Context: an optimization exercise on an open-source flow, tuned for small area, a short achievable clock period and few clock cycles per item. The choices shown serve that exercise and are no tape-out recipe.
Only simulation tests tie the RTL to the original design; equivalence was not proved.
No activity file was given, so power comes from the tool's default toggle rates.

== onyx ==
Design ooo_core, start of the top module:
module ooo_core (
    input  logic       clk,
    input  logic       rst,
    input  logic       in_valid,
    input  logic [2:0] in_op,
    input  logic [2:0] in_dst,
    input  logic [2:0] in_src_a,
    input  logic [2:0] in_src_b,
    input  logic [7:0] in_imm,
    output logic       retire_valid,
    output logic [2:0] retire_dst,
    output logic [7:0] retire_value
);
Size in the first run: ~320 cells after synthesis, roughly 100 flip-flops, ~35 I/O pins.
==> flow/config.mk <==
export PLATFORM = sky130hd
export DESIGN_NAME = ooo_core
export DESIGN_NICKNAME = ooo_core
export VERILOG_FILES = /design/flow/design.v
export SDC_FILE = /design/flow/constraint.sdc
export NUM_CORES = 4
export LEC_CHECK = 0
export ABC_AREA = 1
export CAP_MARGIN = 20
export CORE_MARGIN = 2
export CORE_UTILIZATION = 40
export PLACE_DENSITY = 0.6
export SETUP_SLACK_MARGIN = 5
export SLEW_MARGIN = 20
export TNS_END_PERCENT = 30
==> flow/constraint.sdc <==
create_clock -name core_clock -period 8.0 [get_ports {clk}]
set_input_delay 1.6000 -clock core_clock [delete_from_list [all_inputs] [get_ports {clk}]]
set_output_delay 1.6000 -clock core_clock [all_outputs]
set_load 0.01 [all_outputs]
standard.sh (not shown) runs the stock make flow with config.mk's settings and CLKGATE_MAP_FILE= SYNTH_SCRIPT=/design/flow/synth_recipe.tcl, a recipe that flattens the netlist after the stock synthesis.
==> flow/flow/run.sh <==
#!/bin/bash
# The standard layout, with three changes:
#  - synthesis maps logic with an area-oriented ABC script (flow/area.abc) and
#    without ORFS's half/full-adder cell mapping; registers are mapped exactly
#    as in the standard synthesis, which runs the same script otherwise;
#  - timing repair aims below the limit the standard settings allow;
#  - ports are buffered with buf_2 cells instead of the cell buffer_ports picks.
# Each step's full log is in orfs/logs; make's own output is in standard_flow.log.
set -euo pipefail
here=$(pwd)
export MY_ABC_SCRIPT=$here/flow/area.abc
bash standard.sh SYNTH_SCRIPT=$here/flow/synth.tcl ADDER_MAP_FILE= SETUP_SLACK_MARGIN=${MARGIN:-6.0} "BUFFER_PORTS_ARGS=-buffer_cell sky130_fd_sc_hd__buf_2" finish > standard_flow.log 2>&1
==> flow/flow/area.abc <==
strash
ifraig
scorr
dc2
strash
&get -n
&dch -f
&nf
&put
topo
stime -c
==> flow/flow/synth.tcl <==
proc synth {args} { yosys synth -nofsm -noshare {*}$args }
# Map logic with the area-oriented ABC script given in MY_ABC_SCRIPT instead of ORFS's
proc abc {args} {
  set i [lsearch -exact $args -script]
  if {$i >= 0} { set args [lreplace $args $i [expr {$i + 1}] -script $::env(MY_ABC_SCRIPT)] }
  yosys abc {*}$args
}
source $::env(SCRIPTS_DIR)/synth.tcl
# left out here: clear keep_hierarchy, flatten, clean up, hide names made inside functions, write 1_2_yosys.v
Testbench counts of onyx, summed over its fixed seeds: cycles 4,816, items 4,800.
Modified inputs, amber compared to onyx
# onyx
export LEC_CHECK = 0
export ABC_AREA = 1
export CAP_MARGIN = 20
export CORE_MARGIN = 2
export CORE_UTILIZATION = 40
export PLACE_DENSITY = 0.6
export SETUP_SLACK_MARGIN = 5
export SLEW_MARGIN = 20
export TNS_END_PERCENT = 30
create_clock -name core_clock -period 8.0 [get_ports {clk}]
# amber
export LEC_CHECK = 0
export ABC_AREA = 1
export CAP_MARGIN = 20
export CORE_MARGIN = 2
export CORE_UTILIZATION = 55
export PLACE_DENSITY = 0.75
export SETUP_SLACK_MARGIN = 5
export SLEW_MARGIN = 20
export TNS_END_PERCENT = 100
create_clock -name core_clock -period 8.0 [get_ports {clk}]
--- a/flow/flow/run.sh
+++ b/flow/flow/run.sh
@@ -11,2 +11,2 @@
 export MY_ABC_SCRIPT=$here/flow/area.abc
-bash standard.sh SYNTH_SCRIPT=$here/flow/synth.tcl ADDER_MAP_FILE= SETUP_SLACK_MARGIN=${MARGIN:-6.0} "BUFFER_PORTS_ARGS=-buffer_cell sky130_fd_sc_hd__buf_2" finish > standard_flow.log 2>&1
+bash standard.sh SYNTH_SCRIPT=$here/flow/synth.tcl ADDER_MAP_FILE= SETUP_SLACK_MARGIN=${MARGIN:-5.4} "BUFFER_PORTS_ARGS=-buffer_cell sky130_fd_sc_hd__buf_2" finish > standard_flow.log 2>&1
### Flow results
- In summary, amber completed successfully, with a layout that passed the timing, DRC and antenna checks.
- Taking onyx as the reference, in amber via count increased 1.2%; non-clock buffer count lower; clock latency at the later pin of the worst-skew pair level.
Changes in violet relative to amber:
# amber
export LEC_CHECK = 0
export ABC_AREA = 1
export CAP_MARGIN = 20
export CORE_MARGIN = 2
export CORE_UTILIZATION = 55
export PLACE_DENSITY = 0.75
export SETUP_SLACK_MARGIN = 5
export SLEW_MARGIN = 20
export TNS_END_PERCENT = 100
create_clock -name core_clock -period 8.0 [get_ports {clk}]
# violet
export LEC_CHECK = 0
export ABC_AREA = 1
export CAP_MARGIN = 20
export CORE_MARGIN = 2
export CORE_UTILIZATION = 40
export PLACE_DENSITY = 0.6
export SETUP_SLACK_MARGIN = 5
export SLEW_MARGIN = 20
export TNS_END_PERCENT = 60
create_clock -name core_clock -period 8.0 [get_ports {clk}]
--- a/flow/flow/run.sh
+++ b/flow/flow/run.sh
@@ -11,2 +11,2 @@
 export MY_ABC_SCRIPT=$here/flow/area.abc
-bash standard.sh SYNTH_SCRIPT=$here/flow/synth.tcl ADDER_MAP_FILE= SETUP_SLACK_MARGIN=${MARGIN:-5.4} "BUFFER_PORTS_ARGS=-buffer_cell sky130_fd_sc_hd__buf_2" finish > standard_flow.log 2>&1
+bash standard.sh SYNTH_SCRIPT=$here/flow/synth.tcl ADDER_MAP_FILE= SETUP_SLACK_MARGIN=${MARGIN:-6.0} "BUFFER_PORTS_ARGS=-buffer_cell sky130_fd_sc_hd__buf_2" finish > standard_flow.log 2>&1
NOTE: number of nets in the final layout in violet exceeds that of amber
Register-to-register slack: violet higher than amber
[violet] total of fill cells in the finished design rose 323 relative to amber
From amber to violet, mean post-synth cell area did not move at all.
Re non-clock buffer count: violet and amber aren't equal, and the higher value belongs to violet.
violet: post-detailed-routing wire length lower than amber
Worst setup slack: higher on violet
For garnet, these inputs were changed with respect to violet:
# violet
export LEC_CHECK = 0
export ABC_AREA = 1
export CAP_MARGIN = 20
export CORE_MARGIN = 2
export CORE_UTILIZATION = 40
export PLACE_DENSITY = 0.6
export SETUP_SLACK_MARGIN = 5
export SLEW_MARGIN = 20
export TNS_END_PERCENT = 60
create_clock -name core_clock -period 8.0 [get_ports {clk}]
# garnet
export LEC_CHECK = 0
export ABC_AREA = 1
export CAP_MARGIN = 20
export CORE_MARGIN = 2
export CORE_UTILIZATION = 40
export PLACE_DENSITY = 0.6
export SETUP_SLACK_MARGIN = 5
export SLEW_MARGIN = 20
export TNS_END_PERCENT = 100
create_clock -name core_clock -period 8.0 [get_ports {clk}]
--- a/flow/flow/run.sh
+++ b/flow/flow/run.sh
@@ -11,2 +11,2 @@
 export MY_ABC_SCRIPT=$here/flow/area.abc
-bash standard.sh SYNTH_SCRIPT=$here/flow/synth.tcl ADDER_MAP_FILE= SETUP_SLACK_MARGIN=${MARGIN:-6.0} "BUFFER_PORTS_ARGS=-buffer_cell sky130_fd_sc_hd__buf_2" finish > standard_flow.log 2>&1
+bash standard.sh SYNTH_SCRIPT=$here/flow/synth.tcl ADDER_MAP_FILE= SETUP_SLACK_MARGIN=${MARGIN:-5.3} "BUFFER_PORTS_ARGS=-buffer_cell sky130_fd_sc_hd__buf_2" finish > standard_flow.log 2>&1
Notes after the runs:
On garnet: detailed-route via count is about 2.5% higher than what violet gave. garnet vs violet — met1 global-route usage rose 0.39 points. Via count normalized by instance count delta for garnet relative to violet: 4.4% higher. Status: worst hold margin parity (garnet, violet). Sort violet and garnet by share of total power in the clock network desc -> top: garnet. garnet vs violet, post-CTS setup-driven buffer insertion count went down by 9. As far as maximum clock skew at final layout is concerned, garnet and violet perform about the same. Between violet and garnet, the global-route usage is lower for violet. Looking only at minimum clock period, and setting everything else aside, the lower value of violet and garnet goes to violet. When the final numbers for violet and garnet were put side by side, the total length of routed met3 wires turned out to be smaller in violet. Comparing violet and garnet, power is lower on garnet.
Setup changes, garnet to harbor
--- a/flow/flow/run.sh
+++ b/flow/flow/run.sh
@@ -11,2 +11,2 @@
 export MY_ABC_SCRIPT=$here/flow/area.abc
-bash standard.sh SYNTH_SCRIPT=$here/flow/synth.tcl ADDER_MAP_FILE= SETUP_SLACK_MARGIN=${MARGIN:-5.3} "BUFFER_PORTS_ARGS=-buffer_cell sky130_fd_sc_hd__buf_2" finish > standard_flow.log 2>&1
+bash standard.sh SYNTH_SCRIPT=$here/flow/synth.tcl ADDER_MAP_FILE= SETUP_SLACK_MARGIN=${MARGIN:-5.4} "BUFFER_PORTS_ARGS=-buffer_cell sky130_fd_sc_hd__buf_2" finish > standard_flow.log 2>&1
--- outcome ---
- Re count of state elements after synthesis: no difference whatsoever between harbor and garnet.
- From garnet to harbor the numbers moved as follows: number of buffers inserted to repair setup after CTS shrank by 3, total DRC errors in the routed layout held steady, sequential cell count held steady.
- A start point of the critical path of in_src_a[0] is what harbor shows, while x_fwd_b belongs to garnet.
### harbor -> pepper
# harbor
export LEC_CHECK = 0
export ABC_AREA = 1
export CAP_MARGIN = 20
export CORE_MARGIN = 2
export CORE_UTILIZATION = 40
export PLACE_DENSITY = 0.6
export SETUP_SLACK_MARGIN = 5
export SLEW_MARGIN = 20
export TNS_END_PERCENT = 100
create_clock -name core_clock -period 8.0 [get_ports {clk}]
# pepper
export LEC_CHECK = 0
export ABC_AREA = 1
export CAP_MARGIN = 20
export CORE_MARGIN = 2
export CORE_UTILIZATION = 40
export PLACE_DENSITY = 0.6
export SETUP_SLACK_MARGIN = 5
export SLEW_MARGIN = 20
export TNS_END_PERCENT = 10
create_clock -name core_clock -period 8.0 [get_ports {clk}]
--- a/flow/flow/run.sh
+++ b/flow/flow/run.sh
@@ -11,2 +11,2 @@
 export MY_ABC_SCRIPT=$here/flow/area.abc
-bash standard.sh SYNTH_SCRIPT=$here/flow/synth.tcl ADDER_MAP_FILE= SETUP_SLACK_MARGIN=${MARGIN:-5.4} "BUFFER_PORTS_ARGS=-buffer_cell sky130_fd_sc_hd__buf_2" finish > standard_flow.log 2>&1
+bash standard.sh SYNTH_SCRIPT=$here/flow/synth.tcl ADDER_MAP_FILE= SETUP_SLACK_MARGIN=${MARGIN:-5.0} "BUFFER_PORTS_ARGS=-buffer_cell sky130_fd_sc_hd__buf_2" finish > standard_flow.log 2>&1
Results
pepper reports a higher number of vias per cell than harbor does. Relative to harbor, the proportion of cell area occupied by registers of pepper is higher by 2.8 points. Of the two candidates, harbor has the better first-iteration DRC count and pepper the worse one.

-- afterwards: timing with drivers on the ports --
The results above use ideal ports. As a check the final layouts listed here were re-extracted and re-timed, cells and wires unchanged.
Step 1 (the two cells are an assumption about what drives the block):
set clk [get_ports {clk}]
set_driving_cell -lib_cell sky130_fd_sc_hd__clkbuf_16 $clk
set_driving_cell -lib_cell sky130_fd_sc_hd__buf_2 [delete_from_list [all_inputs] $clk]
Step 2, shift: input delay + t, output delay - t, t = (earliest + latest rising clock arrival at the registers) / 2. This alone moves slack from input paths to output paths.
Three values: ideal ports, drivers, drivers and shift; two values: the first two.
| run | t, ns | slack for setup (ns) | hold WS [ns] | worst setup path at the end | latest minus earliest clock arrival (ns) |
|---|---|---|---|---|---|
| onyx | 0.395 | 5.320 / 5.320 / 5.064 | 0.446 / 0.446 / 0.446 | input to register | 0.024 / 0.024 |
| amber | 0.387 | 5.306 / 5.306 / 4.969 | 0.444 / 0.444 / 0.444 | input to register | 0.012 / 0.011 |
| violet | 0.393 | 5.347 / 5.347 / 5.152 | 0.444 / 0.444 / 0.444 | input to register | 0.011 / 0.011 |
| garnet | 0.393 | 5.244 / 5.244 / 4.972 | 0.444 / 0.444 / 0.444 | input to register | 0.013 / 0.013 |
| harbor | 0.381 | 5.288 / 5.305 / 4.924 | 0.446 / 0.446 / 0.446 | input to register | 0.021 / 0.021 |
| pepper | 0.387 | 4.914 / 4.928 / 4.542 | 0.417 / 0.417 / 0.417 | input to register | 0.017 / 0.017 |
After both steps every run listed still meets setup and hold. The setup slack of pepper, which loses most, moves by +0.014 ns with the drivers and by -0.372 ns with both steps.
